From an optimization exercise on the open Yosys and OpenROAD flow, aimed at small area; shortcuts taken in it are not production practice. Only simulation tests tie the RTL to the original design; equivalence was not proved. Power figures rest on the tool's default switching activity, not on a simulated workload.

==> flow/design.v <==
package mips_pkg;
    localparam int REG_ADDR_W = 5;
    localparam int REG_DATA_W = 32;
    typedef logic [REG_ADDR_W-1:0] reg_addr_t;
    typedef logic [REG_DATA_W-1:0] word_t;
    localparam reg_addr_t REG_ZERO = 5'd0;
    localparam reg_addr_t REG_RA   = 5'd31;
endpackage
module mips_reg_read_port
#(
    parameter int DATA_W = mips_pkg::REG_DATA_W,
    parameter int N      = 31,
    parameter bit BYP    = 1'b1
) (
    input  logic [N-1:0]             sel,
    input  logic                     byp,
    input  logic [DATA_W-1:0]        wr_data,
    input  logic [N-1:0][DATA_W-1:0] words,
    output logic [DATA_W-1:0]        data
);
    for (genvar b = 0; b < DATA_W; b++) begin : g_bit
        localparam int M = BYP ? N + 1 : N;
        logic [M-1:0] s, d;
        for (genvar i = 0; i < N; i++) begin : g_in
            assign s[i] = sel[i];
            assign d[i] = words[i][b];
        end
        if (BYP) begin : g_byp
            assign s[N] = byp;
            assign d[N] = wr_data[b];
        end
        mips_reg_mux_bit #(.N(M)) u_bit (.s(s), .d(d), .y(data[b]));
    end
endmodule
module mips_reg_mux_bit
#(
    parameter int N = 32
) (
    input  logic [N-1:0] s,
    input  logic [N-1:0] d,
    output logic         y
);
    localparam int G3 = N / 3;
    localparam int R  = N - 3 * G3;
    localparam int G  = G3 + (R != 0 ? 1 : 0);
    logic [G-1:0] yn;
    for (genvar g = 0; g < G3; g++) begin : g_grp
        mips_reg_aoi3 u_aoi (.s(s[3*g +: 3]), .d(d[3*g +: 3]), .yn(yn[g]));
    end
    if (R == 2) begin : g_r2
        assign yn[G-1] = ~|(s[N-1 -: 2] & d[N-1 -: 2]);
    end else if (R == 1) begin : g_r1
        assign yn[G-1] = ~(s[N-1] & d[N-1]);
    end
    assign y = ~&yn;
endmodule
module mips_reg_aoi3 (
    input  logic [2:0] s,
    input  logic [2:0] d,
    output logic       yn
);
    assign yn = ~|(s & d);
endmodule
module mips_reg_file
#(
    parameter int DATA_W    = mips_pkg::REG_DATA_W,
    parameter int ADDR_W    = mips_pkg::REG_ADDR_W
) (
    input  logic              clk,
    input  logic              rst_n,
    input  logic              regWrite,
    input  logic [ADDR_W-1:0] writeReg,
    input  logic [DATA_W-1:0] writeData,
    input  logic [ADDR_W-1:0] readReg1,
    input  logic [ADDR_W-1:0] readReg2,
    output logic [DATA_W-1:0] readData1,
    output logic [DATA_W-1:0] readData2,
    input  logic [ADDR_W-1:0] dbgAddr,
    output logic [DATA_W-1:0] dbgData,
    output logic [15:0]       writeCount
);
    localparam int NUM_REGS = 2**ADDR_W;
    localparam int N        = NUM_REGS - 1;
    logic [N-1:0][DATA_W-1:0] mem;
    logic [N-1:0]             valid;
    logic [N-1:0]             we;
    logic                     commit;
    assign commit = regWrite && (writeReg != ADDR_W'(mips_pkg::REG_ZERO));
    always_comb begin
        for (int i = 0; i < N; i++) begin
            we[i] = commit && (writeReg == ADDR_W'(i + 1));
        end
    end
    always_ff @(posedge clk) begin
        for (int i = 0; i < N; i++) begin
            if (we[i]) mem[i] <= writeData;
        end
    end
    always_ff @(posedge clk or negedge rst_n) begin
        if (!rst_n) begin
            valid      <= '0;
            writeCount <= '0;
        end else begin
            for (int i = 0; i < N; i++) begin
                if (we[i]) valid[i] <= 1'b1;
            end
            if (commit) writeCount <= writeCount + 16'd1;
        end
    end
    logic [N-1:0] wsel;
    logic [N-1:0] sel1, sel2, seld;
    logic         byp1, byp2;
    assign byp1 = rst_n && regWrite && (writeReg == readReg1) && (readReg1 != '0);
    assign byp2 = rst_n && regWrite && (writeReg == readReg2) && (readReg2 != '0);
    always_comb begin
        for (int i = 0; i < N; i++) begin
            wsel[i] = regWrite && (writeReg == ADDR_W'(i + 1));
            sel1[i] = valid[i] && !wsel[i] && (readReg1 == ADDR_W'(i + 1));
            sel2[i] = valid[i] && !wsel[i] && (readReg2 == ADDR_W'(i + 1));
            seld[i] = valid[i] && (dbgAddr == ADDR_W'(i + 1));
        end
    end
    mips_reg_read_port #(.DATA_W(DATA_W), .N(N)) u_rd1 (
        .sel(sel1), .byp(byp1), .wr_data(writeData), .words(mem), .data(readData1)
    );
    mips_reg_read_port #(.DATA_W(DATA_W), .N(N)) u_rd2 (
        .sel(sel2), .byp(byp2), .wr_data(writeData), .words(mem), .data(readData2)
    );
    mips_reg_read_port #(.DATA_W(DATA_W), .N(N), .BYP(1'b0)) u_rdd (
        .sel(seld), .byp(1'b0), .wr_data(writeData), .words(mem), .data(dbgData)
    );
endmodule
==> flow/flow/run.sh <==
#!/bin/bash
# The standard layout (standard.sh), with the ports buffered by buf_2 cells
# instead of the flow's default delay buffers. ORFS writes each step's log
# under orfs/logs; standard.sh's own output goes to standard.log.
set -euo pipefail
export BUFFER_PORTS_ARGS="-buffer_cell sky130_fd_sc_hd__buf_2"
bash standard.sh > standard.log 2>&1
==> flow/standard.sh <==
#!/bin/bash
# synth_recipe.tcl (not shown) runs the flow's synth.tcl, then flattens the netlist and writes it again
# the make line also repeats each setting of config.mk as NAME=value (left out here)
make -C /OpenROAD-flow-scripts/flow DESIGN_CONFIG=/design/flow/config.mk WORK_HOME=/design/flow/orfs CLKGATE_MAP_FILE= SYNTH_SCRIPT=/design/flow/synth_recipe.tcl "${@:-finish}"
==> flow/config.mk <==
export PLATFORM = sky130hd
export DESIGN_NAME = mips_reg_file
export DESIGN_NICKNAME = mips_reg_file
export VERILOG_FILES = /design/flow/design.v
export SDC_FILE = /design/flow/constraint.sdc
export NUM_CORES = 4
export LEC_CHECK = 0
export CAP_MARGIN = 20
export CELL_PAD_IN_SITES_DETAIL_PLACEMENT = 1
export CORE_MARGIN = 2
export CORE_UTILIZATION = 40
export CTS_BUF_LIST = sky130_fd_sc_hd__clkbuf_16
export CTS_CLUSTER_DIAMETER = 100
export CTS_CLUSTER_SIZE = 20
export PLACE_DENSITY = 0.5
export SETUP_SLACK_MARGIN = 0.2
export SLEW_MARGIN = 20
export SYNTH_HIERARCHICAL = 1
export SYNTH_MINIMUM_KEEP_SIZE = 0
==> flow/constraint.sdc <==
create_clock -name core_clock -period 6.0 [get_ports {clk}]
set_input_delay 1.2000 -clock core_clock [delete_from_list [all_inputs] [get_ports {clk}]]
set_output_delay 1.2000 -clock core_clock [all_outputs]
set_load 0.01 [all_outputs]
==> results.py, run 1 <==
metrics = {
    "run_status": {
        "status": "finished clean",
    },
    "clock_network": {
        "max-clock-path-buffers": 3,
        "cts_buffers": 58,
        "ctsHoldBuffers": 0,
        "path_clk_slew_ns": 0.10,
        "clock_latency_ns": 0.73,
        "cts_root_buf": "clkbuf_16",
        "cts-htree-levels": 2,
        "clock-sinks": 1039,
        "cts_tree": "built",
    },
    "die": {
        "core.rowCount": 124,
        "core_sq_um": 113900,
        "dieArea_sq_um": 117100,
        "die_w_um": 342.2,
        "pin_count": 167,
        "initial_core_util_pct": 40.17,
        "die_height_um": 342.2,
    },
    "timing": {
        "skew_ns": 0.02648,
        "totalNegativeSetupSlack_ns": 0,
        "finalHoldViolations": 0,
        "setup_viol_count_final": 0,
        "worst_pin_slew_ns": 1.265,
        "period_minus_slack_ns": 5.804,
        "finalMaxSlewViolations": 0,
        "maxSlewHeadroom_pct": 15.70,
        "grt_setup_unrepaired": "no",
        "min_period_over_period_pct": 96.73,
        "max_clock_freq_mhz": 172.3,
    },
    "critical_path": {
        "rr_startpoint": "writeCount[2]$_DFFE_PN0N_",
        "worstPathArrival_ns": 4.60,
        "path_max_fanout": 32,
        "path_cells": "buf_2, nor2b_1, nand3_1, buf_4, o21ai_0, nor3_2, buf_12, a222oi_1, nand4_1, or4_4, buf_2",
        "path_delay_family": "simple AND/OR/NAND/NOR gates",
        "reg2reg_slack_ns": 4.48,
        "worst-path-buf-inv": 4,
        "cp-startpoint": "regWrite",
        "path_common_cell": "buf_2",
        "crit_cells": 11,
        "slowest_stage": "or4_4",
        "cpPeakStageDelay_ns": 0.60,
        "critical_path_required_ns": 4.80,
        "cp-start-kind": "input port",
        "crit_type": "input port to output port",
        "r2r_cells": 4,
        "worst_setup_path_end_kind": "output port",
    },
    "global_route": {
        "grt_pass1_vias": 40950,
        "grt_max_degree": 34,
        "antenna_found_initial": 32,
        "grt_overflow": 0,
        "grt_pass1_wl_um": 341800,
        "grt_usage_pct": 42.55,
    },
    "finish": {
        "drive_gt1_share_pct": 20.45,
        "finalNetCount": 3265,
        "area.growth.synth_to_final_pct": 15.03,
        "fill_cells": 11052,
    },
    "drt": {
        "drt_iter0_drc": 11941,
        "vias": 42336,
        "drtPass1Iterations": 15,
        "finalWirelength_um": 257400,
        "wl_per_cell_um": 54.17,
        "drc": 0,
        "via_per_inst": 8.909,
        "antenna_left": 0,
    },
    "power": {
        "total_power_uw": 14060,
        "power_density_nw_per_um2": 267.2,
        "leakagePower_uw": 0.01680,
        "ir_drop_mv": 0.2008,
    },
    "flow_run": {
        "cap_violations": 0,
    },
    "place": {
        "gp_congestion": 0.9997,
        "place_hpwl_um": 157600,
        "port_buffers": 166,
    },
    "synth": {
        "netlist_area_sq_um": 45740,
        "syn-num-nets": 2852,
        "synth_cells": 2796,
        "ys_warn_count": 7,
        "synth.avg_cell_area_sq_um": 16.36,
    },
    "worst_hold_path": {
        "hold_path.class": "input port to async pin",
    },
}
cell usage in the layout (no fill, tap or decap), drive strengths merged, types with 7 or more instances in the layout:
| cell | count |
|---|---|
| a2111o | 32 |
| a222oi | 960 |
| a22o | 64 |
| and3 | 36 |
| buf | 374 |
| clkbuf | 58 |
| dfrtp | 47 |
| diode | 22 |
| edfxtp | 992 |
| inv | 16 |
| nand2 | 135 |
| nand2b | 18 |
| nand3 | 12 |
| nand4 | 199 |
| nor2 | 32 |
| nor2b | 7 |
| nor3 | 55 |
| nor4 | 19 |
| o21ai | 23 |
| or2 | 30 |
| or4 | 64 |
| xnor2 | 17 |
final cells by class:
| cell class | count | area (sq um) | share of cell area [%] |
|---|---|---|---|
| clock inverter | 11 | 72.57 | 0.1379 |
| multi-input combinational | 1728 | 15280 | 29.04 |
| sequential | 1039 | 30960 | 58.85 |
| clock buffer | 58 | 1451 | 2.758 |
| antenna | 22 | 55.05 | 0.1046 |
| inverter | 8 | 30.03 | 0.05707 |
| timing repair buffer | 374 | 2873 | 5.460 |
| tap | 1512 | 1892 | 3.596 |
through the flow:
step	hold WS, ns	utilization, %	area, sq um	worst slack, ns	cells
final	0.3843	46.20	52620	0.1963	4752
after global routing	0.4080	46.18	52590	0.2018	4743
after CTS	0.3900	46.11	52510	0.3753	4728
after detailed placement	0.4635	44.77	50980	0.3900	4659
after global placement	0.4550	44.72	50930	0.4316	4657
after floorplan	0.4412	-	45800	0.1915	2796
power breakdown:
group	total (uW)	switching (uW)	internal [uW]	leakage, uW
registers	8230	141	8090	0.00949
logic	1620	1100	520	0.00653
clock network	4210	2480	1730	0.000774
final timing paths:
| kind | end |
|---|---|
| hold / removal | writeCount[15]$_DFFE_PN0N_ |
| setup reg to reg | writeCount[15]$_DFFE_PN0N_ |
| max in group asynchronous | valid[30]$_DFFE_PN0P_ |
| setup / recovery | readData1[8] |
| min in group core_clock | writeCount[15]$_DFFE_PN0N_ |
| hold reg to reg | writeCount[15]$_DFFE_PN0N_ |
worst reg2reg max path, delay by kind of cell, from the launching register on:
family        cells  cell delay, ns
xor+xnor          1            0.18
flops             1            0.43
simple gates      3            0.87
registers in the layout, indices dropped and copies added, names as in the netlist:
register    flops
mem           992
valid          31
writeCount     16
repair_timing:
action                                  4_1_cts  5_1_grt
endpoints found under the setup margin        0        1
endpoints found under the hold margin         0        0
resized for setup                             0        1
setup buffers                                 0        0
metal layers:
| layer | track usage [%] | routed length, um | up-vias |
|---|---|---|---|
| li1 | - | - | 15049 |
| met1 | 52.42 | 85140 | 21203 |
| met2 | 62.42 | 109200 | 4864 |
| met3 | 16.35 | 43250 | 1198 |
| met4 | 27.49 | 19600 | 22 |
| met5 | 0.4902 | 195 | - |
==> run 2, diff against run 1 <==
==> flow/config.mk (replaced) <==
export PLATFORM = sky130hd
export DESIGN_NAME = mips_reg_file
export DESIGN_NICKNAME = mips_reg_file
export VERILOG_FILES = /design/flow/design.v
export SDC_FILE = /design/flow/constraint.sdc
export NUM_CORES = 4
export LEC_CHECK = 0
export CAP_MARGIN = 10
export CELL_PAD_IN_SITES_DETAIL_PLACEMENT = 1
export CORE_MARGIN = 2
export CORE_UTILIZATION = 40
export CTS_BUF_LIST = sky130_fd_sc_hd__clkbuf_8
export CTS_CLUSTER_DIAMETER = 80
export CTS_CLUSTER_SIZE = 12
export PLACE_DENSITY = 0.5
export SETUP_SLACK_MARGIN = 0.2
export SLEW_MARGIN = 10
export SYNTH_HIERARCHICAL = 1
export SYNTH_MINIMUM_KEEP_SIZE = 0
==> run 2 against run 1 <==
Still clean on timing, DRC and antenna. Die area did not move. Utilization fell by 0.087 points. Count of clock-buffer cells in the layout rose by 41.
==> results.py, run 2 <==
metrics = {
    "run_status": {
        "status": "finished clean",
    },
    "clock_network": {
        "path_clk_slew_ns": 0.09,
        "cts-htree-levels": 3,
        "post_cts_buffers": 0,
        "max-clock-path-buffers": 3,
        "cts_root_buf": "clkbuf_8",
        "cts_tree": "built",
        "clock-sinks": 1039,
        "cts_buffers": 97,
        "clock_latency_ns": 0.84,
    },
    "worst_hold_path": {
        "hold_path.class": "input port to async pin",
    },
    "place": {
        "place_hpwl_um": 157700,
        "gp_congestion": 0.9997,
        "port_buffers": 166,
    },
    "timing": {
        "skew_ns": 0.02051,
        "maxSlewHeadroom_pct": 9.738,
        "max_clock_freq_mhz": 172.8,
        "period_minus_slack_ns": 5.787,
        "totalNegativeSetupSlack_ns": 0,
        "min_period_over_period_pct": 96.44,
        "finalMaxSlewViolations": 0,
        "whs_ns": 0.2851,
        "worst_pin_slew_ns": 1.354,
        "grt_setup_unrepaired": "no",
        "setup_viol_count_final": 0,
        "finalHoldViolations": 0,
    },
    "finish": {
        "regMostFlops": "mem",
        "drive_gt1_share_pct": 21.41,
        "area.growth.synth_to_final_pct": 14.82,
        "layout_common_cells": "992 x edfxtp_1, 960 x a222oi_1, 199 x nand4_1",
        "largest_reg_flops": 992,
        "fill_cells": 11127,
        "layout_commonest_cell": "edfxtp_1",
        "finalNetCount": 3302,
        "reg_top3": "mem x992, valid x31, writeCount x16",
        "multi_input_area_sq_um": 15280,
        "seqCellArea_sq_um": 30960,
    },
    "critical_path": {
        "worstPathArrival_ns": 4.59,
        "crit_type": "input port to output port",
        "critical_path_required_ns": 4.80,
        "worst_setup_path_end_kind": "output port",
        "cp-start-kind": "input port",
        "path_max_fanout": 32,
    },
    "global_route": {
        "grt_pass1_wl_um": 343900,
        "grt_usage_pct": 42.88,
        "grt_overflow": 0,
        "grt_pass1_vias": 41382,
        "antenna_found_initial": 29,
        "grt_max_degree": 34,
    },
    "power": {
        "ir_drop_mv": 0.1699,
        "power_density_nw_per_um2": 264.8,
        "leakagePower_uw": 0.01681,
    },
    "drt": {
        "drc": 0,
        "drtPass1Iterations": 14,
        "wl_met1_um": 85800,
        "vias": 42637,
        "via_per_inst": 8.875,
        "finalWirelength_um": 258800,
        "wl_per_cell_um": 53.87,
        "route.met3.wl_um": 43220,
        "antenna_left": 0,
        "drt_iter0_drc": 11972,
        "highest_layer": "met5",
        "wl_met2_um": 109400,
    },
    "die": {
        "core.rowCount": 124,
        "initial_core_util_pct": 40.17,
        "core_sq_um": 113900,
        "dieArea_sq_um": 117100,
        "pin_count": 167,
        "die_w_um": 342.2,
        "die_height_um": 342.2,
    },
    "synth": {
        "syn-num-nets": 2852,
        "ys_warn_count": 7,
        "synth.avg_cell_area_sq_um": 16.36,
        "synth_cells": 2796,
        "netlist_area_sq_um": 45740,
    },
    "flow_run": {
        "cap_violations": 0,
    },
}
-- run 2: power breakdown --
group	leakage (uW)	switching (uW)	internal, uW
Combinational	0.00651	1110	519
Clock	0.000815	2560	1500
Sequential	0.00949	140	8090
-- run 2: layout make-up --
cell class                      count  area share, %
Clock inverter                     23         0.2335
Sequential cell                  1039          58.96
Antenna cell                       23         0.1096
Timing Repair Buffer              372          5.351
Multi-Input combinational cell   1728          29.09
Tap cell                         1512          3.602
Inverter                            8        0.05718
Clock buffer                       99          2.595
-- run 2: critical path, cell delays in order --
cell and delay, ns:
buf_2 0.27, nor2b_1 0.31, nand2_1 0.19, o21ai_0 0.47
nor3_2 0.07, buf_4 0.37, a222oi_1 0.63, nand4_1 0.29
or4_4 0.54, buf_2 0.19
-- run 2: through the flow --
stage / utilization, % / power (uW) / instance area (sq um) / setup WS [ns] / std cells
floorplan: - / 9019 / 45800 / 0.1915 / 2796
global placement: 44.72 / 9890 / 50930 / 0.4316 / 4657
detailed placement: 44.74 / 9925 / 50950 / 0.3887 / 4658
CTS: 46.05 / 13830 / 52440 / 0.3635 / 4780
global route: 46.10 / 14160 / 52500 / 0.2531 / 4796
finish: 46.12 / 13910 / 52520 / 0.2134 / 4804
-- run 2: final timing paths --
path                                            start                    endpoint  slack (ns)  depth (start not counted)
max reg2reg                 writeCount[2]$_DFFE_PN0N_  writeCount[15]$_DFFE_PN0N_        4.41                          4
min reg2reg                writeCount[15]$_DFFE_PN0N_  writeCount[15]$_DFFE_PN0N_        0.48                          1
max in group asynchronous                       rst_n       valid[15]$_DFFE_PN0P_        4.83                          2
min                                             rst_n   writeCount[4]$_DFFE_PN0N_        0.29                          1
max                                          regWrite                readData1[3]        0.21                         10
min in group core_clock    writeCount[15]$_DFFE_PN0N_  writeCount[15]$_DFFE_PN0N_        0.48                          1
-- run 2: per-layer routing --
layer	up-vias	track usage [%]
met5	-	0.3268
met3	1229	16.42
met2	4840	63.02
met4	10	27.26
li1	15129	-
met1	21429	52.94
-- run 2: what timing repair did --
action / 4_1_cts / 5_1_grt
endpoints found under the setup margin: 0 / 5
resized for setup: 0 / 2
hold buffers: 0 / 0
hold endpoints to repair: 0 / 0
==> run 3, diff against run 2 <==
==> flow/flow/run.sh (replaced) <==
#!/bin/bash
# The standard layout (standard.sh), with the ports buffered by buf_2 cells
# instead of the flow's default delay buffers, and with power recovery after
# global routing, which downsizes gates that have timing slack to spare.
# ORFS writes each step's log under orfs/logs; standard.sh's own output goes
# to standard.log.
set -euo pipefail
export BUFFER_PORTS_ARGS="-buffer_cell sky130_fd_sc_hd__buf_2"
export RECOVER_POWER=100
bash standard.sh > standard.log 2>&1
==> flow/config.mk (replaced) <==
export PLATFORM = sky130hd
export DESIGN_NAME = mips_reg_file
export DESIGN_NICKNAME = mips_reg_file
export VERILOG_FILES = /design/flow/design.v
export SDC_FILE = /design/flow/constraint.sdc
export NUM_CORES = 4
export LEC_CHECK = 0
export CAP_MARGIN = 20
export CELL_PAD_IN_SITES_DETAIL_PLACEMENT = 1
export CORE_MARGIN = 2
export CORE_UTILIZATION = 40
export CTS_BUF_LIST = sky130_fd_sc_hd__clkbuf_16
export CTS_CLUSTER_DIAMETER = 100
export CTS_CLUSTER_SIZE = 20
export PLACE_DENSITY = 0.5
export SETUP_SLACK_MARGIN = 0.2
export SLEW_MARGIN = 20
export SYNTH_HIERARCHICAL = 1
export SYNTH_MINIMUM_KEEP_SIZE = 0
==> run 3 against run 2 <==
The layout now fails its checks (max-capacitance violations, max-slew violations, negative setup slack). Sequential share of layout area increased by 0.67 points. Combinational power decreased by 5%. Synthesized area unchanged. Power increased by 0.66%. Sequential power about the same. Critical path depth decreased by 2. Register-to-register slack improved by 0.08 ns. Critical path type unchanged.
==> results.py, run 3 <==
metrics = {
    "critical_path": {
        "slowest_stage": "and3_1",
        "worstPathArrival_ns": 4.88,
        "crit_type": "input port to output port",
        "path_cells": "buf_2, nor2b_1, and3_1, clkbuf_2, a222oi_1, nand4_1, a2111o_1, clkbuf_1",
        "critical_path_required_ns": 4.80,
        "cpPeakStageDelay_ns": 1.44,
        "path_max_fanout": 17,
        "worst_setup_path_end_kind": "output port",
        "path_delay_family": "simple AND/OR/NAND/NOR gates",
        "cp-start-kind": "input port",
        "worst-path-buf-inv": 3,
    },
    "drt": {
        "drt_iter0_drc": 11664,
        "antenna_left": 0,
        "drc": 0,
        "wl_per_cell_um": 54.22,
        "finalWirelength_um": 257600,
        "drtPass1Iterations": 14,
        "via_per_inst": 8.897,
        "vias": 42269,
    },
    "finish": {
        "fill_cells": 11142,
        "regMostFlops": "mem",
        "layout_commonest_cell": "edfxtp_1",
        "layout_common_cells": "992 x edfxtp_1, 960 x a222oi_1, 199 x nand4_1",
        "seqCellArea_sq_um": 30960,
        "post-route-util_pct": 45.60,
        "reg_top3": "mem x992, valid x31, writeCount x16",
        "finalNetCount": 3265,
        "drive_gt1_share_pct": 14.33,
        "largest_reg_flops": 992,
        "layout.cells.non_filler": 4751,
        "area.growth.synth_to_final_pct": 13.52,
        "multi_input_area_sq_um": 14950,
    },
    "clock_network": {
        "cts_buffers": 58,
        "post_cts_buffers": 0,
        "path_clk_slew_ns": 0.10,
        "cts_root_buf": "clkbuf_16",
        "ctsHoldBuffers": 0,
        "max-clock-path-buffers": 3,
        "clock_latency_ns": 0.73,
        "cts_tree": "built",
        "cts-htree-levels": 2,
        "clock-sinks": 1039,
    },
    "die": {
        "die_w_um": 342.2,
        "die_height_um": 342.2,
        "dieArea_sq_um": 117100,
        "core_sq_um": 113900,
        "core.rowCount": 124,
        "initial_core_util_pct": 40.17,
        "pin_count": 167,
    },
    "global_route": {
        "grt_pass1_vias": 40950,
        "grt_pass1_wl_um": 341800,
        "antenna_found_initial": 33,
        "grt_usage_pct": 42.55,
        "grt_overflow": 0,
        "grt_max_degree": 34,
    },
    "timing": {
        "totalNegativeSetupSlack_ns": -0.1288,
        "whs_ns": 0.4813,
        "grt_setup_unrepaired": "no",
        "worst_pin_slew_ns": 3.940,
        "setup_viol_count_final": 4,
        "skew_ns": 0.02290,
        "maxSlewHeadroom_pct": -162.7,
        "finalMaxSlewViolations": 1154,
        "fin_ws_ns": -0.08110,
        "period_minus_slack_ns": 6.081,
        "max_clock_freq_mhz": 164.4,
        "min_period_over_period_pct": 101.4,
        "finalHoldViolations": 0,
    },
    "synth": {
        "synth.avg_cell_area_sq_um": 16.36,
        "netlist_area_sq_um": 45740,
        "synth_cells": 2796,
        "ys_warn_count": 7,
        "syn-num-nets": 2852,
    },
    "worst_hold_path": {
        "hold_path.class": "flip-flop to flip-flop",
    },
    "place": {
        "gp_congestion": 0.9997,
        "place_inst": 4659,
        "port_buffers": 166,
        "place_hpwl_um": 157600,
    },
    "power": {
        "ir_drop_mv": 0.1992,
        "power_density_nw_per_um2": 269.6,
        "leakagePower_uw": 0.01636,
    },
    "flow_run": {
        "cap_violations": 58,
    },
    "run_status": {
        "status": "complete, but fails checks",
        "failed_checks": "max-capacitance violations, max-slew violations, negative setup slack",
    },
}
-- run 3: layout make-up --
type / instances / share of cell area, %
flip-flops and latches: 1039 / 59.63
multi-input cells: 1728 / 28.78
repair buffers: 374 / 4.846
well taps: 1512 / 3.643
clock buffers: 58 / 2.795
clock inverters: 11 / 0.1398
diodes: 21 / 0.1012
inverters: 8 / 0.05783
-- run 3: path summary, 6_finish.rpt --
kind	start	end	slack, ns	cells after the start
setup / recovery	dbgAddr[3]	dbgData[3]	-0.08	8
hold / removal	writeCount[15]$_DFFE_PN0N_	writeCount[15]$_DFFE_PN0N_	0.48	1
setup reg to reg	writeCount[2]$_DFFE_PN0N_	writeCount[15]$_DFFE_PN0N_	4.49	4
hold reg to reg	writeCount[15]$_DFFE_PN0N_	writeCount[15]$_DFFE_PN0N_	0.48	1
max in group asynchronous	rst_n	valid[0]$_DFFE_PN0P_	2.94	2
min in group asynchronous	rst_n	writeCount[15]$_DFFE_PN0N_	0.60	1
-- run 3: where the power goes --
| group | total [uW] | internal [uW] | switching (uW) |
|---|---|---|---|
| sequential | 8240 | 8100 | 139 |
| combinational | 1550 | 452 | 1090 |
| clock | 4220 | 1730 | 2480 |
-- run 3: what timing repair did --
item / CTS / global route
resized for setup: 0 / 1
setup endpoints to repair: 0 / 1
endpoints found under the hold margin: 0 / 0
-- run 3: metal layers --
metal / track usage [%] / wire [um] / share of wire [%]
met1: 52.42 / 84810 / 33
met2: 62.42 / 109000 / 42
met3: 16.35 / 43460 / 17
met4: 27.49 / 20020 / 7.8
met5: 0.4902 / 288 / 0.11
-- run 3: per-stage QoR --
| step | power [uW] | setup WS (ns) | instance area, sq um |
|---|---|---|---|
| floorplan | 9019 | 0.1915 | 45800 |
| global placement | 9890 | 0.4316 | 50930 |
| detailed placement | 9925 | 0.3900 | 50980 |
| CTS | 13970 | 0.3753 | 52510 |
| global route | 14240 | 0.1016 | 51900 |
| finish | 14000 | -0.08110 | 51920 |
==> run 4, diff against run 3 <==
--- a/flow/design.v
+++ b/flow/design.v
@@ -19,40 +19,39 @@
     output logic [DATA_W-1:0]        data
 );
     for (genvar b = 0; b < DATA_W; b++) begin : g_bit
-        localparam int M = BYP ? N + 1 : N;
-        logic [M-1:0] s, d;
+        logic [N-1:0] d;
         for (genvar i = 0; i < N; i++) begin : g_in
-            assign s[i] = sel[i];
             assign d[i] = words[i][b];
         end
-        if (BYP) begin : g_byp
-            assign s[N] = byp;
-            assign d[N] = wr_data[b];
-        end
-        mips_reg_mux_bit #(.N(M)) u_bit (.s(s), .d(d), .y(data[b]));
+        mips_reg_mux_bit #(.N(N), .BYP(BYP)) u_bit (
+            .s(sel), .d(d), .byp(byp), .wd(wr_data[b]), .y(data[b])
+        );
     end
 endmodule
 module mips_reg_mux_bit
 #(
-    parameter int N = 32
+    parameter int N   = 31,
+    parameter bit BYP = 1'b1
 ) (
     input  logic [N-1:0] s,
     input  logic [N-1:0] d,
+    input  logic         byp,
+    input  logic         wd,
     output logic         y
 );
     localparam int G3 = N / 3;
     localparam int R  = N - 3 * G3;
-    localparam int G  = G3 + (R != 0 ? 1 : 0);
+    localparam int G  = G3 + R;
     logic [G-1:0] yn;
+    logic         rd;
     for (genvar g = 0; g < G3; g++) begin : g_grp
         mips_reg_aoi3 u_aoi (.s(s[3*g +: 3]), .d(d[3*g +: 3]), .yn(yn[g]));
     end
-    if (R == 2) begin : g_r2
-        assign yn[G-1] = ~|(s[N-1 -: 2] & d[N-1 -: 2]);
-    end else if (R == 1) begin : g_r1
-        assign yn[G-1] = ~(s[N-1] & d[N-1]);
+    for (genvar r = 0; r < R; r++) begin : g_rest
+        assign yn[G3 + r] = ~(s[3*G3 + r] & d[3*G3 + r]);
     end
-    assign y = ~&yn;
+    assign rd = ~&yn;
+    assign y  = (BYP && byp) ? wd : rd;
 endmodule
 module mips_reg_aoi3 (
     input  logic [2:0] s,
@@ -107,16 +106,14 @@
             if (commit) writeCount <= writeCount + 16'd1;
         end
     end
-    logic [N-1:0] wsel;
     logic [N-1:0] sel1, sel2, seld;
     logic         byp1, byp2;
     assign byp1 = rst_n && regWrite && (writeReg == readReg1) && (readReg1 != '0);
     assign byp2 = rst_n && regWrite && (writeReg == readReg2) && (readReg2 != '0);
     always_comb begin
         for (int i = 0; i < N; i++) begin
-            wsel[i] = regWrite && (writeReg == ADDR_W'(i + 1));
-            sel1[i] = valid[i] && !wsel[i] && (readReg1 == ADDR_W'(i + 1));
-            sel2[i] = valid[i] && !wsel[i] && (readReg2 == ADDR_W'(i + 1));
+            sel1[i] = valid[i] && (readReg1 == ADDR_W'(i + 1));
+            sel2[i] = valid[i] && (readReg2 == ADDR_W'(i + 1));
             seld[i] = valid[i] && (dbgAddr == ADDR_W'(i + 1));
         end
     end
==> flow/flow/run.sh (replaced) <==
#!/bin/bash
# The standard layout (standard.sh), with the ports buffered by buf_2 cells
# instead of the flow's default delay buffers. ORFS writes each step's log
# under orfs/logs; standard.sh's own output goes to standard.log.
set -euo pipefail
export BUFFER_PORTS_ARGS="-buffer_cell sky130_fd_sc_hd__buf_2"
bash standard.sh > standard.log 2>&1
--- a/flow/config.mk
+++ b/flow/config.mk
@@ -13,7 +13,7 @@
 export CTS_CLUSTER_DIAMETER = 100
 export CTS_CLUSTER_SIZE = 20
 export PLACE_DENSITY = 0.5
-export SETUP_SLACK_MARGIN = 0.2
+export SETUP_SLACK_MARGIN = 0.1
 export SLEW_MARGIN = 20
 export SYNTH_HIERARCHICAL = 1
 export SYNTH_MINIMUM_KEEP_SIZE = 0
==> run 4 against run 3 <==
The run now finishes clean. Non-clock buffer count shrank 15. Routed wire length shrank 5.1%. Sequential share of layout area shrank 1.2 points. Via count shrank 4.1%. Design area grew 2.1%. Power grew 1.4%. Clock power grew 1%. Largest power group unchanged. Highest routed layer unchanged.
==> results.py, run 4 <==
metrics = {
    "run_status": {
        "status": "finished clean",
    },
    "timing": {
        "period_minus_slack_ns": 5.967,
        "finalHoldViolations": 0,
        "max_clock_freq_mhz": 167.6,
        "setup_viol_count_final": 0,
        "grt_setup_unrepaired": "no",
        "maxSlewHeadroom_pct": 13.05,
        "totalNegativeSetupSlack_ns": 0,
        "worst_pin_slew_ns": 1.304,
        "finalMaxSlewViolations": 0,
        "skew_ns": 0.008071,
        "whs_ns": 0.4802,
        "min_period_over_period_pct": 99.45,
    },
    "clock_network": {
        "path_clk_slew_ns": 0.09,
        "clock_latency_ns": 0.72,
        "clock-sinks": 1039,
        "cts_tree": "built",
        "cts_root_buf": "clkbuf_16",
        "max-clock-path-buffers": 3,
        "cts-htree-levels": 2,
        "cts_buffers": 58,
        "post_cts_buffers": 0,
    },
    "global_route": {
        "grt_overflow": 0,
        "grt_max_degree": 34,
        "grt_usage_pct": 40.31,
        "antenna_found_initial": 8,
        "grt_pass1_wl_um": 331100,
        "grt_pass1_vias": 39774,
    },
    "power": {
        "leakagePower_uw": 0.01721,
        "ir_drop_mv": 0.2655,
        "power_density_nw_per_um2": 267.7,
    },
    "critical_path": {
        "slowest_stage": "nand4_1",
        "crit_type": "input port to output port",
        "worst_setup_path_end_kind": "output port",
        "path_cells": "buf_2, nor2_1, and2_1, and3_2, buf_4, a222oi_1, nand4_1, a2111oi_2, mux2i_1, buf_2",
        "cpPeakStageDelay_ns": 0.71,
        "critical_path_required_ns": 4.80,
        "path_common_cell": "buf_2",
        "path_max_fanout": 28,
        "cp-start-kind": "input port",
        "worstPathArrival_ns": 4.77,
    },
    "die": {
        "dieArea_sq_um": 118000,
        "pin_count": 167,
        "die_w_um": 343.5,
        "core.rowCount": 124,
        "initial_core_util_pct": 40.33,
        "core_sq_um": 114300,
        "die_height_um": 343.5,
    },
    "synth": {
        "synth.avg_cell_area_sq_um": 16.42,
        "ys_warn_count": 7,
        "syn-num-nets": 2864,
        "netlist_area_sq_um": 46110,
        "synth_cells": 2808,
    },
    "place": {
        "place_area_sq_um": 51360,
        "place_hpwl_um": 150800,
        "port_buffers": 166,
        "gp_congestion": 1.015,
    },
    "drt": {
        "vias": 40548,
        "finalWirelength_um": 244600,
        "via_per_inst": 8.527,
        "antenna_left": 0,
        "drt_iter0_drc": 11327,
        "drtPass1Iterations": 14,
        "drc": 0,
        "wl_per_cell_um": 51.43,
    },
    "finish": {
        "post-route-util_pct": 46.36,
        "largest_reg_flops": 992,
        "layout_common_cells": "992 x edfxtp_1, 960 x a222oi_1, 196 x nand4_1",
        "drive_gt1_share_pct": 19.90,
        "finalNetCount": 3272,
        "regMostFlops": "mem",
        "reg_top3": "mem x992, valid x31, writeCount x16",
        "area.growth.synth_to_final_pct": 14.95,
        "final_area_sq_um": 53010,
        "layout_commonest_cell": "edfxtp_1",
    },
    "worst_hold_path": {
        "hold_path.class": "flip-flop to flip-flop",
    },
    "flow_run": {
        "cap_violations": 0,
    },
}
[run 4: path summary, 6_finish.rpt]
kind / endpoint / depth (start not counted) / from / slack, ns
max reg2reg: writeCount[13]$_DFFE_PN0P_ / 4 / writeCount[0]$_DFFE_PN0P_ / 4.48
max in group asynchronous: valid[20]$_DFFE_PN0P_ / 2 / rst_n / 4.61
max: readData2[17] / 10 / readReg2[2] / 0.03
min in group asynchronous: valid[8]$_DFFE_PN0P_ / 1 / rst_n / 0.50
min reg2reg: writeCount[15]$_DFFE_PN0P_ / 1 / writeCount[15]$_DFFE_PN0P_ / 0.48
min: writeCount[15]$_DFFE_PN0P_ / 1 / writeCount[15]$_DFFE_PN0P_ / 0.48
[run 4: worst max-delay path, delay by kind of cell]
family	cells	cell delay, ns
compound gates	2	1.06
buf+inv	3	0.66
mux	1	0.14
simple gates	4	1.66
[run 4: metal layers]
metal | part of all wire (%) | vias to the layer above | global-route usage, % | routed length [um]
met5 | 0.047 | - | 0.4006 | 116
met4 | 7.9 | 10 | 26.53 | 19420
met1 | 35 | 20543 | 51.99 | 84420
met3 | 15 | 849 | 11.39 | 36410
met2 | 43 | 4174 | 59.39 | 104200
li1 | - | 14972 | - | -
[run 4: power breakdown]
part,internal [uW],total (uW),switching (uW)
Combinational,519,1660,1140
Clock,1770,4270,2510
Sequential,8100,8260,160
Total,10400,14200,3810
[run 4: per-stage QoR]
step | std cells | worst slack, ns | power (uW)
floorplan | 2808 | 0.8811 | 9035
global placement | 4663 | 0.4323 | 9965
detailed placement | 4667 | 0.3537 | 10000
CTS | 4753 | 0.3575 | 14140
global route | 4755 | 0.1544 | 14460
finish | 4755 | 0.03314 | 14190
[run 4: what timing repair did]
action / in CTS / in global routing
hold buffers: 0 / 0
resized for setup: 0 / 2
endpoints found under the setup margin: 0 / 1
endpoints found under the hold margin: 0 / 0
[run 4: layout make-up]
type	count	area, sq um
timing repair buffer	359	3078
clock buffer	59	1476
fill	11026	61340
inverter	65	244.0
antenna	1	2.502
sequential	1039	30960
tap	1512	1892
multi-input combinational	1693	15230
clock inverter	27	117.6
==> run 5, diff against run 4 <==
--- a/flow/design.v
+++ b/flow/design.v
@@ -19,39 +19,47 @@
     output logic [DATA_W-1:0]        data
 );
     for (genvar b = 0; b < DATA_W; b++) begin : g_bit
-        logic [N-1:0] d;
+        localparam int M = BYP ? N + 1 : N;
+        logic [M-1:0] s, d;
         for (genvar i = 0; i < N; i++) begin : g_in
+            assign s[i] = sel[i];
             assign d[i] = words[i][b];
         end
-        mips_reg_mux_bit #(.N(N), .BYP(BYP)) u_bit (
-            .s(sel), .d(d), .byp(byp), .wd(wr_data[b]), .y(data[b])
-        );
+        if (BYP) begin : g_byp
+            assign s[N] = byp;
+            assign d[N] = wr_data[b];
+        end
+        mips_reg_mux_bit #(.N(M)) u_bit (.s(s), .d(d), .y(data[b]));
     end
 endmodule
 module mips_reg_mux_bit
 #(
-    parameter int N   = 31,
-    parameter bit BYP = 1'b1
+    parameter int N = 32
 ) (
     input  logic [N-1:0] s,
     input  logic [N-1:0] d,
-    input  logic         byp,
-    input  logic         wd,
     output logic         y
 );
     localparam int G3 = N / 3;
     localparam int R  = N - 3 * G3;
     localparam int G  = G3 + R;
     logic [G-1:0] yn;
-    logic         rd;
     for (genvar g = 0; g < G3; g++) begin : g_grp
         mips_reg_aoi3 u_aoi (.s(s[3*g +: 3]), .d(d[3*g +: 3]), .yn(yn[g]));
     end
     for (genvar r = 0; r < R; r++) begin : g_rest
         assign yn[G3 + r] = ~(s[3*G3 + r] & d[3*G3 + r]);
     end
-    assign rd = ~&yn;
-    assign y  = (BYP && byp) ? wd : rd;
+    mips_reg_nand_tree #(.N(G)) u_red (.a(yn), .y(y));
+endmodule
+module mips_reg_nand_tree
+#(
+    parameter int N = 11
+) (
+    input  logic [N-1:0] a,
+    output logic         y
+);
+    assign y = ~&a;
 endmodule
 module mips_reg_aoi3 (
     input  logic [2:0] s,
@@ -85,10 +93,24 @@
     logic [N-1:0]             we;
     logic                     commit;
     assign commit = regWrite && (writeReg != ADDR_W'(mips_pkg::REG_ZERO));
-    always_comb begin
-        for (int i = 0; i < N; i++) begin
-            we[i] = commit && (writeReg == ADDR_W'(i + 1));
-        end
+    logic [3:0] wlo_n, rlo1, rlo2, rlod;
+    logic [7:0] whi_n, rhi1, rhi2, rhid;
+    for (genvar k = 0; k < 4; k++) begin : g_lo
+        assign wlo_n[k] = !(regWrite && (writeReg[1:0] == 2'(k)));
+        assign rlo1[k]  = (readReg1[1:0] == 2'(k));
+        assign rlo2[k]  = (readReg2[1:0] == 2'(k));
+        assign rlod[k]  = (dbgAddr[1:0] == 2'(k));
+    end
+    for (genvar k = 0; k < 8; k++) begin : g_hi
+        assign whi_n[k] = !(writeReg[4:2] == 3'(k));
+        assign rhi1[k]  = (readReg1[4:2] == 3'(k));
+        assign rhi2[k]  = (readReg2[4:2] == 3'(k));
+        assign rhid[k]  = (dbgAddr[4:2] == 3'(k));
+    end
+    logic [N-1:0] wsel;
+    for (genvar i = 0; i < N; i++) begin : g_we
+        assign wsel[i] = !(wlo_n[(i + 1) % 4] || whi_n[(i + 1) / 4]);
+        assign we[i]   = wsel[i];
     end
     always_ff @(posedge clk) begin
         for (int i = 0; i < N; i++) begin
@@ -110,12 +132,18 @@
     logic         byp1, byp2;
     assign byp1 = rst_n && regWrite && (writeReg == readReg1) && (readReg1 != '0);
     assign byp2 = rst_n && regWrite && (writeReg == readReg2) && (readReg2 != '0);
-    always_comb begin
-        for (int i = 0; i < N; i++) begin
-            sel1[i] = valid[i] && (readReg1 == ADDR_W'(i + 1));
-            sel2[i] = valid[i] && (readReg2 == ADDR_W'(i + 1));
-            seld[i] = valid[i] && (dbgAddr == ADDR_W'(i + 1));
-        end
+    for (genvar i = 0; i < N; i++) begin : g_sel
+        localparam int LO = (i + 1) % 4;
+        localparam int HI = (i + 1) / 4;
+        mips_reg_sel u_sel1 (
+            .valid(valid[i]), .lo(rlo1[LO]), .hi(rhi1[HI]),
+            .wlo_n(wlo_n[LO]), .whi_n(whi_n[HI]), .sel(sel1[i])
+        );
+        mips_reg_sel u_sel2 (
+            .valid(valid[i]), .lo(rlo2[LO]), .hi(rhi2[HI]),
+            .wlo_n(wlo_n[LO]), .whi_n(whi_n[HI]), .sel(sel2[i])
+        );
+        assign seld[i] = valid[i] && rlod[LO] && rhid[HI];
     end
     mips_reg_read_port #(.DATA_W(DATA_W), .N(N)) u_rd1 (
         .sel(sel1), .byp(byp1), .wr_data(writeData), .words(mem), .data(readData1)
@@ -127,3 +155,13 @@
         .sel(seld), .byp(1'b0), .wr_data(writeData), .words(mem), .data(dbgData)
     );
 endmodule
+module mips_reg_sel (
+    input  logic valid,
+    input  logic lo,
+    input  logic hi,
+    input  logic wlo_n,
+    input  logic whi_n,
+    output logic sel
+);
+    assign sel = valid && lo && hi && (wlo_n || whi_n);
+endmodule
==> flow/config.mk (replaced) <==
export PLATFORM = sky130hd
export DESIGN_NAME = mips_reg_file
export DESIGN_NICKNAME = mips_reg_file
export VERILOG_FILES = /design/flow/design.v
export SDC_FILE = /design/flow/constraint.sdc
export NUM_CORES = 4
export LEC_CHECK = 0
export CAP_MARGIN = 10
export CELL_PAD_IN_SITES_DETAIL_PLACEMENT = 1
export CORE_MARGIN = 2
export CORE_UTILIZATION = 40
export CTS_BUF_LIST = sky130_fd_sc_hd__clkbuf_8
export CTS_CLUSTER_DIAMETER = 80
export CTS_CLUSTER_SIZE = 12
export PLACE_DENSITY = 0.5
export SETUP_SLACK_MARGIN = 0.2
export SLEW_MARGIN = 10
export SYNTH_HIERARCHICAL = 1
export SYNTH_MINIMUM_KEEP_SIZE = 0
==> run 5 against run 4 <==
Setup slack improved by 0.23 ns. Utilization down 0.40 points. Flip-flop and latch count unchanged. Via count is 5.0% higher. Register-to-register slack got worse by 0.05 ns. Sequential power is essentially flat. Synthesized area is 1.0% lower. Critical path type unchanged. Critical endpoint is now readData1[25].
==> results.py, run 5 <==
metrics = {
    "critical_path": {
        "path_common_cell": "buf_2",
        "crit_type": "input port to output port",
        "worst_setup_path_end_kind": "output port",
        "path_cells": "buf_2, or3b_2, o2111a_2, buf_4, a222oi_1, nand4_1, or3_1, buf_2",
        "worstPathArrival_ns": 4.54,
        "r2r_cells": 3,
        "cpPeakStageDelay_ns": 0.72,
        "slowest_stage": "o2111a_2",
        "path_max_fanout": 20,
        "cp-start-kind": "input port",
        "critical_path_required_ns": 4.80,
    },
    "place": {
        "port_buffers": 166,
        "place_hpwl_um": 150700,
        "gp_congestion": 0.9563,
        "dp_slack_ns": 0.4229,
    },
    "die": {
        "pin_count": 167,
        "dieArea_sq_um": 116800,
        "initial_core_util_pct": 40.46,
        "core.rowCount": 123,
        "core_sq_um": 112800,
        "die_height_um": 341.8,
        "die_w_um": 341.8,
    },
    "timing": {
        "finalHoldViolations": 0,
        "grt_setup_unrepaired": "no",
        "setup_viol_count_final": 0,
        "skew_ns": 0.005471,
        "totalNegativeSetupSlack_ns": 0,
        "worst_pin_slew_ns": 1.452,
        "max_clock_freq_mhz": 174.3,
        "maxSlewHeadroom_pct": 3.179,
        "min_period_over_period_pct": 95.63,
        "fin_ws_ns": 0.2624,
        "finalMaxSlewViolations": 0,
        "period_minus_slack_ns": 5.738,
    },
    "clock_network": {
        "cts_root_buf": "clkbuf_8",
        "ctsResizeCount": 0,
        "post_cts_buffers": 0,
        "path_clk_slew_ns": 0.08,
        "ctsHoldBuffers": 0,
        "clock-sinks": 1039,
        "cts_buffers": 98,
        "cts-htree-levels": 3,
        "cts_tree": "built",
        "max-clock-path-buffers": 3,
        "clock_latency_ns": 0.80,
    },
    "finish": {
        "layout_common_cells": "992 x edfxtp_1, 960 x a222oi_1, 259 x nand4_1",
        "largest_reg_flops": 992,
        "reg_top3": "mem x992, valid x31, writeCount x16",
        "finalNetCount": 3332,
        "layout_commonest_cell": "edfxtp_1",
        "drive_gt1_share_pct": 18.99,
        "area.growth.synth_to_final_pct": 13.58,
        "regMostFlops": "mem",
    },
    "synth": {
        "syn-num-nets": 2893,
        "ys_warn_count": 7,
        "synth.avg_cell_area_sq_um": 16.09,
        "netlist_area_sq_um": 45640,
        "synth_cells": 2837,
    },
    "run_status": {
        "status": "finished clean",
    },
    "power": {
        "total_power_uw": 13730,
        "leakagePower_uw": 0.01635,
        "ir_drop_mv": 0.1855,
        "power_density_nw_per_um2": 264.8,
    },
    "global_route": {
        "grt_overflow": 0,
        "grt_pass1_vias": 41220,
        "antenna_found_initial": 19,
        "grt_pass1_wl_um": 329500,
        "grt_usage_pct": 40.49,
        "grt_max_degree": 48,
    },
    "drt": {
        "drt_iter0_drc": 12362,
        "via_per_inst": 8.837,
        "wl_per_cell_um": 50.99,
        "vias": 42569,
        "finalWirelength_um": 245600,
        "antenna_left": 0,
        "drtPass1Iterations": 15,
        "drc": 0,
    },
    "worst_hold_path": {
        "hold_depth": 1,
        "hold_path.class": "flip-flop to flip-flop",
    },
    "flow_run": {
        "cap_violations": 0,
    },
}
-- run 5: layout make-up --
cell class | instances | area, sq um
Antenna cell | 16 | 40.04
Clock inverter | 24 | 153.9
Sequential cell | 1039 | 30960
Timing Repair Buffer | 354 | 2442
Clock buffer | 101 | 1390
Inverter | 4 | 15.01
Multi-Input combinational cell | 1779 | 14960
Tap cell | 1500 | 1877
Fill cell | 11029 | 60960
-- run 5: power breakdown --
| group | switching [uW] | internal [uW] | total (uW) | leakage, uW |
|---|---|---|---|---|
| Sequential | 156 | 8090 | 8250 | 0.00949 |
| Combinational | 912 | 426 | 1340 | 0.00602 |
| Clock | 2570 | 1570 | 4140 | 0.000848 |
-- run 5: worst max-delay path, delay by kind of cell --
kind	cells	cell delay, ns
buffers and inverters	3	0.75
AND/OR/NAND/NOR	3	1.33
AO/OA/AOI/OAI	2	1.21
-- run 5: worst paths after layout --
kind                                             from                          to  slack (ns)
hold / removal             writeCount[15]$_DFFE_PN0P_  writeCount[15]$_DFFE_PN0P_        0.47
min in group asynchronous                       rst_n       valid[22]$_DFFE_PN0N_        0.53
setup / recovery                          writeReg[2]               readData1[25]        0.26
max in group asynchronous                       rst_n       valid[14]$_DFFE_PN0N_        5.02
hold reg to reg            writeCount[15]$_DFFE_PN0P_  writeCount[15]$_DFFE_PN0P_        0.47
setup reg to reg            writeCount[0]$_DFFE_PN0P_   writeCount[7]$_DFFE_PN0P_        4.43
-- run 5: per-stage QoR --
step | instances | util, % | hold slack, ns | area, sq um
4_1_cts | 4801 | 45.92 | 0.4753 | 51800
2_1_floorplan | 2837 | - | 0.4784 | 45650
3_3_place_gp | 4676 | 44.55 | 0.4493 | 50260
3_5_place_dp | 4676 | 44.55 | 0.4644 | 50260
6_report | 4817 | 45.96 | 0.4704 | 51840
5_1_grt | 4803 | 45.93 | 0.4873 | 51810
-- run 5: layer usage --
| layer | GRT usage, % | part of all wire [%] |
|---|---|---|
| met5 | 0 | 0.0033 |
| met4 | 24.15 | 7.0 |
| met3 | 15.76 | 17 |
| met2 | 57.71 | 41 |
| met1 | 52.06 | 34 |
==> run 6, diff against run 5 <==
--- a/flow/config.mk
+++ b/flow/config.mk
@@ -12,7 +12,7 @@
 export CTS_BUF_LIST = sky130_fd_sc_hd__clkbuf_8
 export CTS_CLUSTER_DIAMETER = 80
 export CTS_CLUSTER_SIZE = 12
-export PLACE_DENSITY = 0.5
+export PLACE_DENSITY = 0.55
 export SETUP_SLACK_MARGIN = 0.2
 export SLEW_MARGIN = 10
 export SYNTH_HIERARCHICAL = 1
==> run 6 against run 5 <==
Still clean on timing, DRC and antenna. Utilization down 0.20 points. Routed wire length is 3.5% lower. Flip-flop and latch count did not move. Count of clock-buffer cells in the layout shrank 1. Via count is essentially flat. Global-route usage decreased by 1.5 points. Sequential share of layout area increased by 0.26 points. Power down 0.57%. Register-to-register slack got worse by 0.04 ns. Setup slack worse by 0.085 ns. Synthesized cell count is the same. Critical endpoint is now readData1[8]. Highest routed layer unchanged.
==> results.py, run 6 <==
metrics = {
    "run_status": {
        "status": "finished clean",
    },
    "place": {
        "place_hpwl_um": 143400,
        "port_buffers": 166,
        "gp_congestion": 0.9998,
    },
    "synth": {
        "netlist_area_sq_um": 45640,
        "synth.avg_cell_area_sq_um": 16.09,
        "ys_warn_count": 7,
        "synth_cells": 2837,
        "syn-num-nets": 2893,
    },
    "critical_path": {
        "rr_startpoint": "writeCount[0]$_DFFE_PN0P_",
        "slowest_stage": "o2111a_2",
        "cp-startpoint": "writeReg[1]",
        "worstPathArrival_ns": 4.62,
        "crit_type": "input port to output port",
        "cp-start-kind": "input port",
        "reg2reg_slack_ns": 4.39,
        "worst_setup_path_end_kind": "output port",
        "path_cells": "buf_2, nand3b_1, buf_4, o2111a_2, buf_4, a222oi_1, nand4_1, or3_1, buf_2",
        "path_max_fanout": 25,
        "worst-path-buf-inv": 4,
        "path_delay_family": "simple AND/OR/NAND/NOR gates",
        "crit_cells": 9,
        "cp-endpoint": "readData1[8]",
        "critical_path_required_ns": 4.80,
        "cpPeakStageDelay_ns": 0.63,
        "timing.rr.end": "writeCount[7]$_DFFE_PN0P_",
        "r2r_cells": 3,
    },
    "global_route": {
        "grt_pass1_wl_um": 320800,
        "grt_usage_pct": 38.96,
        "antenna_found_initial": 14,
        "grt_overflow": 0,
        "grt_pass1_vias": 41447,
        "grt_max_degree": 48,
    },
    "drt": {
        "drt_iter0_drc": 12771,
        "finalWirelength_um": 237000,
        "vias": 42530,
        "antenna_left": 0,
        "drc": 0,
        "drtPass1Iterations": 12,
        "via_per_inst": 8.896,
        "wl_per_cell_um": 49.58,
    },
    "timing": {
        "setup_viol_count_final": 0,
        "worst_pin_slew_ns": 1.389,
        "skew_ns": 0.005386,
        "period_minus_slack_ns": 5.823,
        "max_clock_freq_mhz": 171.7,
        "maxSlewHeadroom_pct": 7.425,
        "totalNegativeSetupSlack_ns": 0,
        "grt_setup_unrepaired": "no",
        "finalMaxSlewViolations": 0,
        "min_period_over_period_pct": 97.05,
        "finalHoldViolations": 0,
    },
    "worst_hold_path": {
        "hold_depth": 1,
        "hold_path.class": "flip-flop to flip-flop",
    },
    "die": {
        "die_height_um": 341.8,
        "initial_core_util_pct": 40.46,
        "core_sq_um": 112800,
        "die_w_um": 341.8,
        "dieArea_sq_um": 116800,
        "core.rowCount": 123,
        "pin_count": 167,
    },
    "clock_network": {
        "ctsResizeCount": 0,
        "cts_tree": "built",
        "cts_root_buf": "clkbuf_8",
        "clock-sinks": 1039,
        "cts-htree-levels": 3,
        "post_cts_buffers": 0,
        "cts_buffers": 97,
        "ctsHoldBuffers": 0,
        "path_clk_slew_ns": 0.08,
        "clock_latency_ns": 0.77,
        "max-clock-path-buffers": 3,
    },
    "finish": {
        "layout_common_cells": "992 x edfxtp_1, 960 x a222oi_1, 259 x nand4_1",
        "largest_reg_flops": 992,
        "drive_gt1_share_pct": 18.31,
        "regMostFlops": "mem",
        "finalNetCount": 3309,
        "layout_commonest_cell": "edfxtp_1",
        "area.growth.synth_to_final_pct": 13.10,
        "reg_top3": "mem x992, valid x31, writeCount x16",
    },
    "flow_run": {
        "cap_violations": 0,
    },
    "power": {
        "ir_drop_mv": 0.1807,
        "total_power_uw": 13650,
        "power_density_nw_per_um2": 264.4,
        "leakagePower_uw": 0.01623,
    },
}
## run 6: changes by cell type in the layout (fill, tap and decap cells not counted)
cell        delta
clkbuf_8       -1
inv_8          -1
inv_6          -2
inv_1          +3
buf_4         -23
diode_2       -12
buf_12         +1
clkinvlp_4     -1
## run 6: area by class of cell
class / instances / area, sq um
sequential: 1039 / 30960
timing repair buffer: 332 / 2290
tap: 1500 / 1877
clock buffer: 100 / 1376
fill: 11006 / 61180
clock inverter: 23 / 128.9
inverter: 4 / 15.01
multi-input combinational: 1779 / 14960
antenna: 4 / 10.01
## run 6: how the worst min path moves through the flow
stage | from | to | slack, ns
3_3_place_gp | writeCount[15]$_DFFE_PN0P_ | writeCount[15]$_DFFE_PN0P_ | 0.46
4_1_cts | writeCount[15]$_DFFE_PN0P_ | writeCount[15]$_DFFE_PN0P_ | 0.49
3_5_place_dp | writeCount[15]$_DFFE_PN0P_ | writeCount[15]$_DFFE_PN0P_ | 0.47
5_1_grt | writeCount[15]$_DFFE_PN0P_ | writeCount[15]$_DFFE_PN0P_ | 0.50
2_1_floorplan | valid[0]$_DFFE_PN0N_ | valid[0]$_DFFE_PN0N_ | 0.48
6_report | writeCount[15]$_DFFE_PN0P_ | writeCount[15]$_DFFE_PN0P_ | 0.49
## run 6: report_power, final
group / internal, uW / total [uW] / switching [uW] / leakage, uW
Combinational: 423 / 1340 / 913 / 0.00590
Clock: 1550 / 4060 / 2520 / 0.000841
Sequential: 8090 / 8250 / 159 / 0.00949
Total: 10100 / 13600 / 3590 / 0.0162
## run 6: metal layers
| layer | track usage, % | part of all wire [%] |
|---|---|---|
| met5 | 0.8578 | 0.075 |
| met3 | 16.66 | 19 |
| met4 | 24.12 | 7.4 |
| met2 | 55.68 | 41 |
| met1 | 48.54 | 32 |
## run 6: metrics by stage
step	area (sq um)	utilization, %	instances	setup slack (ns)	hold WS (ns)
final	51620	45.76	4781	0.1771	0.4879
after global routing	51610	45.75	4778	0.2735	0.5014
after CTS	51610	45.75	4777	0.4253	0.4863
after detailed placement	50110	44.42	4654	0.4322	0.4712
after global placement	50110	44.42	4654	0.4787	0.4550
after floorplan	45650	-	2837	0.3976	0.4784
==> run 7, diff against run 6 <==
--- a/flow/config.mk
+++ b/flow/config.mk
@@ -12,7 +12,7 @@
 export CTS_BUF_LIST = sky130_fd_sc_hd__clkbuf_8
 export CTS_CLUSTER_DIAMETER = 80
 export CTS_CLUSTER_SIZE = 12
-export PLACE_DENSITY = 0.55
+export PLACE_DENSITY = 0.58
 export SETUP_SLACK_MARGIN = 0.2
 export SLEW_MARGIN = 10
 export SYNTH_HIERARCHICAL = 1
==> run 7 against run 6 <==
Power rose by 0.63%. Still clean. Final cell count increased by 0.17%. Flip-flop and latch count is the same. Setup slack better by 0.0011 ns. Highest routed layer unchanged.
==> results.py, run 7 <==
metrics = {
    "die": {
        "initial_core_util_pct": 40.46,
        "pin_count": 167,
        "die_w_um": 341.8,
        "core_sq_um": 112800,
        "die_height_um": 341.8,
        "dieArea_sq_um": 116800,
        "core.rowCount": 123,
    },
    "timing": {
        "skew_ns": 0.007144,
        "maxSlewHeadroom_pct": 5.569,
        "min_period_over_period_pct": 97.03,
        "finalHoldViolations": 0,
        "max_clock_freq_mhz": 171.8,
        "setup_viol_count_final": 0,
        "period_minus_slack_ns": 5.822,
        "finalMaxSlewViolations": 0,
        "grt_setup_unrepaired": "no",
        "totalNegativeSetupSlack_ns": 0,
        "fin_ws_ns": 0.1782,
        "worst_pin_slew_ns": 1.416,
    },
    "critical_path": {
        "critical_path_required_ns": 4.80,
        "reg2reg_slack_ns": 4.43,
        "rr_startpoint": "writeCount[0]$_DFFE_PN0P_",
        "crit_type": "input port to output port",
        "cp-startpoint": "readReg1[4]",
        "cp-start-kind": "input port",
        "path_max_fanout": 23,
        "r2r_cells": 3,
        "worst_setup_path_end_kind": "output port",
        "worstPathArrival_ns": 4.62,
    },
    "global_route": {
        "grt_pass1_wl_um": 327900,
        "grt_usage_pct": 40.07,
        "grt_max_degree": 48,
        "grt_overflow": 0,
        "grt_pass1_vias": 41693,
        "antenna_found_initial": 12,
    },
    "power": {
        "total_power_uw": 13740,
        "power_density_nw_per_um2": 266.2,
        "ir_drop_mv": 0.1646,
        "leakagePower_uw": 0.01622,
    },
    "place": {
        "place_hpwl_um": 147700,
        "port_buffers": 166,
        "gp_congestion": 1.002,
        "dp_slack_ns": 0.4422,
    },
    "clock_network": {
        "cts_buffers": 97,
        "clock-sinks": 1039,
        "cts_root_buf": "clkbuf_8",
        "cts_tree": "built",
        "ctsResizeCount": 0,
        "cts-htree-levels": 3,
        "clock_latency_ns": 0.79,
        "post_cts_buffers": 0,
        "max-clock-path-buffers": 3,
        "path_clk_slew_ns": 0.08,
        "ctsHoldBuffers": 0,
    },
    "synth": {
        "syn-num-nets": 2893,
        "netlist_area_sq_um": 45640,
        "synth_cells": 2837,
        "ys_warn_count": 7,
        "synth.avg_cell_area_sq_um": 16.09,
    },
    "flow_run": {
        "cap_violations": 0,
    },
    "finish": {
        "finalNetCount": 3310,
        "largest_reg_flops": 992,
        "layout_common_cells": "992 x edfxtp_1, 960 x a222oi_1, 259 x nand4_1",
        "drive_gt1_share_pct": 18.03,
        "post-route-util_pct": 45.73,
        "area.growth.synth_to_final_pct": 13.03,
        "regMostFlops": "mem",
        "reg_top3": "mem x992, valid x31, writeCount x16",
        "layout_commonest_cell": "edfxtp_1",
    },
    "drt": {
        "drtPass1Iterations": 13,
        "antenna_left": 0,
        "wl_per_cell_um": 50.48,
        "drt_iter0_drc": 13214,
        "drc": 0,
        "finalWirelength_um": 241800,
        "vias": 42602,
        "via_per_inst": 8.896,
    },
    "worst_hold_path": {
        "hold_depth": 1,
        "hold_path.class": "flip-flop to flip-flop",
        "min-delay-start": "writeCount[15]$_DFFE_PN0P_",
    },
    "run_status": {
        "status": "finished clean",
    },
}
==> run 7: worst max-delay path, cell delays in order <==
cell      delay, ns
buf_2          0.18
nor3_1         0.88
o2111a_2       1.16
buf_4          0.45
a222oi_1       0.11
nand4_1        0.31
or3_1          0.19
buf_2          0.13
==> run 7: per-layer routing <==
layer	vias up	track usage, %	share of wire, %
li1	15162	-	-
met1	20896	48.59	32
met2	5146	57.03	41
met3	1381	17.96	18
met4	17	27.15	8.6
met5	-	1.430	0.13
==> run 7: cell type report <==
| type | count | area (sq um) |
|---|---|---|
| Sequential cell | 1039 | 30960 |
| Clock inverter | 21 | 143.9 |
| Timing Repair Buffer | 333 | 2222 |
| Antenna cell | 12 | 30.03 |
| Fill cell | 11049 | 61220 |
| Multi-Input combinational cell | 1779 | 14950 |
| Clock buffer | 101 | 1390 |
| Inverter | 4 | 15.01 |
| Tap cell | 1500 | 1877 |
==> run 7: power by group <==
| group | total [uW] | internal [uW] | switching [uW] |
|---|---|---|---|
| Combinational | 1350 | 421 | 933 |
| Sequential | 8250 | 8090 | 157 |
| Clock | 4140 | 1600 | 2540 |
| Total | 13700 | 10100 | 3630 |
==> run 7: final timing paths <==
kind	end
worst max-delay path	readData1[2]
worst min-delay path	writeCount[15]$_DFFE_PN0P_
worst max register to register	writeCount[7]$_DFFE_PN0P_
worst min register to register	writeCount[15]$_DFFE_PN0P_
max in group asynchronous	valid[4]$_DFFE_PN0N_
min in group asynchronous	valid[29]$_DFFE_PN0N_
==> run 7: stage by stage <==
step / area [sq um] / hold slack (ns) / cells
6_report: 51590 / 0.5012 / 4789
5_1_grt: 51570 / 0.5034 / 4780
4_1_cts: 51560 / 0.5076 / 4777
3_5_place_dp: 50020 / 0.4929 / 4655
3_3_place_gp: 50020 / 0.4504 / 4655
2_1_floorplan: 45650 / 0.4784 / 2837
==> run 8, diff against run 7 <==
--- a/flow/config.mk
+++ b/flow/config.mk
@@ -10,8 +10,8 @@
 export CORE_MARGIN = 2
 export CORE_UTILIZATION = 40
 export CTS_BUF_LIST = sky130_fd_sc_hd__clkbuf_8
-export CTS_CLUSTER_DIAMETER = 80
-export CTS_CLUSTER_SIZE = 12
+export CTS_CLUSTER_DIAMETER = 90
+export CTS_CLUSTER_SIZE = 14
 export PLACE_DENSITY = 0.58
 export SETUP_SLACK_MARGIN = 0.2
 export SLEW_MARGIN = 10
==> run 8 against run 7 <==
Still clean. Via count unchanged. Non-clock buffer count increased by 4. Die area unchanged. Largest cell class unchanged. Highest routed layer unchanged.
==> results.py, run 8 <==
metrics = {
    "run_status": {
        "status": "finished clean",
    },
    "place": {
        "place_hpwl_um": 147700,
        "port_buffers": 166,
        "gp_congestion": 1.002,
        "place_inst": 4655,
    },
    "timing": {
        "grt_setup_unrepaired": "no",
        "skew_ns": 0.04509,
        "max_clock_freq_mhz": 171.9,
        "totalNegativeSetupSlack_ns": 0,
        "maxSlewHeadroom_pct": 4.513,
        "period_minus_slack_ns": 5.816,
        "setup_viol_count_final": 0,
        "finalHoldViolations": 0,
        "worst_pin_slew_ns": 1.432,
        "min_period_over_period_pct": 96.93,
        "finalMaxSlewViolations": 0,
        "whs_ns": 0.5021,
    },
    "finish": {
        "multi_input_area_sq_um": 14950,
        "layout.cells.non_filler": 4776,
        "post-route-util_pct": 45.62,
        "fill_cells": 11018,
        "seqCellArea_sq_um": 30960,
        "area.growth.synth_to_final_pct": 12.74,
        "layout_common_cells": "992 x edfxtp_1, 960 x a222oi_1, 259 x nand4_1",
        "largest_reg_flops": 992,
        "regMostFlops": "mem",
        "reg_top3": "mem x992, valid x31, writeCount x16",
        "finalNetCount": 3301,
        "layout_commonest_cell": "edfxtp_1",
        "drive_gt1_share_pct": 17.83,
    },
    "critical_path": {
        "cp-start-kind": "input port",
        "path_max_fanout": 23,
        "path_common_cell": "buf_2",
        "slowest_stage": "o2111a_2",
        "worst-path-buf-inv": 3,
        "crit_type": "input port to output port",
        "worst_setup_path_end_kind": "output port",
        "worstPathArrival_ns": 4.62,
        "path_cells": "buf_2, nor3_1, o2111a_2, buf_4, a222oi_1, nand4_1, or3_1, buf_2",
        "cpPeakStageDelay_ns": 1.17,
        "critical_path_required_ns": 4.80,
        "path_delay_family": "simple AND/OR/NAND/NOR gates",
    },
    "clock_network": {
        "cts_buffers": 84,
        "clock-sinks": 1039,
        "max-clock-path-buffers": 3,
        "ctsHoldBuffers": 0,
        "cts_tree": "built",
        "ctsResizeCount": 0,
        "cts-htree-levels": 3,
        "post_cts_buffers": 0,
        "cts_root_buf": "clkbuf_8",
        "clock_latency_ns": 0.81,
        "path_clk_slew_ns": 0.09,
    },
    "flow_run": {
        "cap_violations": 0,
    },
    "synth": {
        "synth.avg_cell_area_sq_um": 16.09,
        "ys_warn_count": 7,
        "netlist_area_sq_um": 45640,
        "syn-num-nets": 2893,
        "synth_cells": 2837,
    },
    "global_route": {
        "grt_overflow": 0,
        "grt_usage_pct": 40.01,
        "grt_pass1_wl_um": 327700,
        "antenna_found_initial": 17,
        "grt_max_degree": 48,
        "grt_pass1_vias": 41712,
    },
    "drt": {
        "finalWirelength_um": 241200,
        "wl_per_cell_um": 50.51,
        "antenna_left": 0,
        "vias": 42602,
        "drtPass1Iterations": 17,
        "drt_iter0_drc": 12863,
        "via_per_inst": 8.920,
        "drc": 0,
    },
    "power": {
        "total_power_uw": 13440,
        "swShare_pct": 26.63,
        "pwr-share-clk_pct": 28.6,
        "p_int_uw": 9860,
        "switchingPower_uw": 3579,
        "power_density_nw_per_um2": 261.2,
        "p_seq_share_pct": 61.4,
        "leakagePower_uw": 0.01612,
        "combPwrFrac_pct": 10.1,
        "ir_drop_mv": 0.1711,
    },
    "die": {
        "pin_count": 167,
        "die_height_um": 341.8,
        "core.rowCount": 123,
        "die_w_um": 341.8,
        "core_sq_um": 112800,
        "initial_core_util_pct": 40.46,
        "dieArea_sq_um": 116800,
    },
    "worst_hold_path": {
        "hold_path.class": "flip-flop to flip-flop",
    },
}
==> run 8: area by class of cell <==
type | count | area share (%)
Antenna cell | 11 | 0.05349
Clock buffer | 86 | 2.300
Clock inverter | 20 | 0.2480
Inverter | 4 | 0.02918
Multi-Input combinational cell | 1779 | 29.04
Sequential cell | 1039 | 60.17
Tap cell | 1500 | 3.647
Timing Repair Buffer | 337 | 4.503
==> run 8: power groups by stage <==
stage                     logic [uW]  registers (uW)  clock network, uW
after floorplan                  559            8360                  0
after global placement          1260            8380                  0
after detailed placement        1280            8400                  0
after CTS                       1290            8240               3800
after global routing            1380            8260               4020
final                           1360            8250               3840
==> run 8: final timing paths <==
path                                       startpoint                         end  slack, ns  depth (start not counted)
setup / recovery                          readReg1[4]               readData1[27]       0.18                          8
max in group asynchronous                       rst_n       valid[11]$_DFFE_PN0N_       4.99                          2
setup reg to reg            writeCount[5]$_DFFE_PN0P_  writeCount[15]$_DFFE_PN0P_       4.41                          4
hold / removal             writeCount[15]$_DFFE_PN0P_  writeCount[15]$_DFFE_PN0P_       0.50                          1
hold reg to reg            writeCount[15]$_DFFE_PN0P_  writeCount[15]$_DFFE_PN0P_       0.50                          1
min in group asynchronous                       rst_n   writeCount[5]$_DFFE_PN0P_       0.53                          2
==> run 8: per-layer routing <==
| metal | share of wire, % | routed length (um) | global-route usage [%] |
|---|---|---|---|
| met2 | 41 | 99180 | 56.78 |
| met1 | 32 | 77420 | 47.89 |
| met3 | 18 | 43520 | 18.42 |
| met4 | 8.7 | 20900 | 28.45 |
| met5 | 0.085 | 204 | 0.5719 |
==> run 8: worst reg2reg max path: stages (launching register included) <==
cell      delay [ns]
dfrtp_1         0.43
and4_1          0.26
o311ai_4        0.19
nor4_1          0.38
xor2_1          0.20
==> run 8: through the flow <==
stage | setup WS [ns] | area (sq um)
5_1_grt | 0.3187 | 51440
3_5_place_dp | 0.4422 | 50020
6_report | 0.1839 | 51460
3_3_place_gp | 0.5362 | 50020
2_1_floorplan | 0.3976 | 45650
4_1_cts | 0.4351 | 51340

Re-timed with assumed drivers on the ports (clkbuf_16 on the clock, buf_2 on other inputs), run 8 has 0.152 ns of setup slack against 0.184 ns with ideal ports, and 0.152 ns once port delays also move by the mid clock arrival of 0.871 ns.
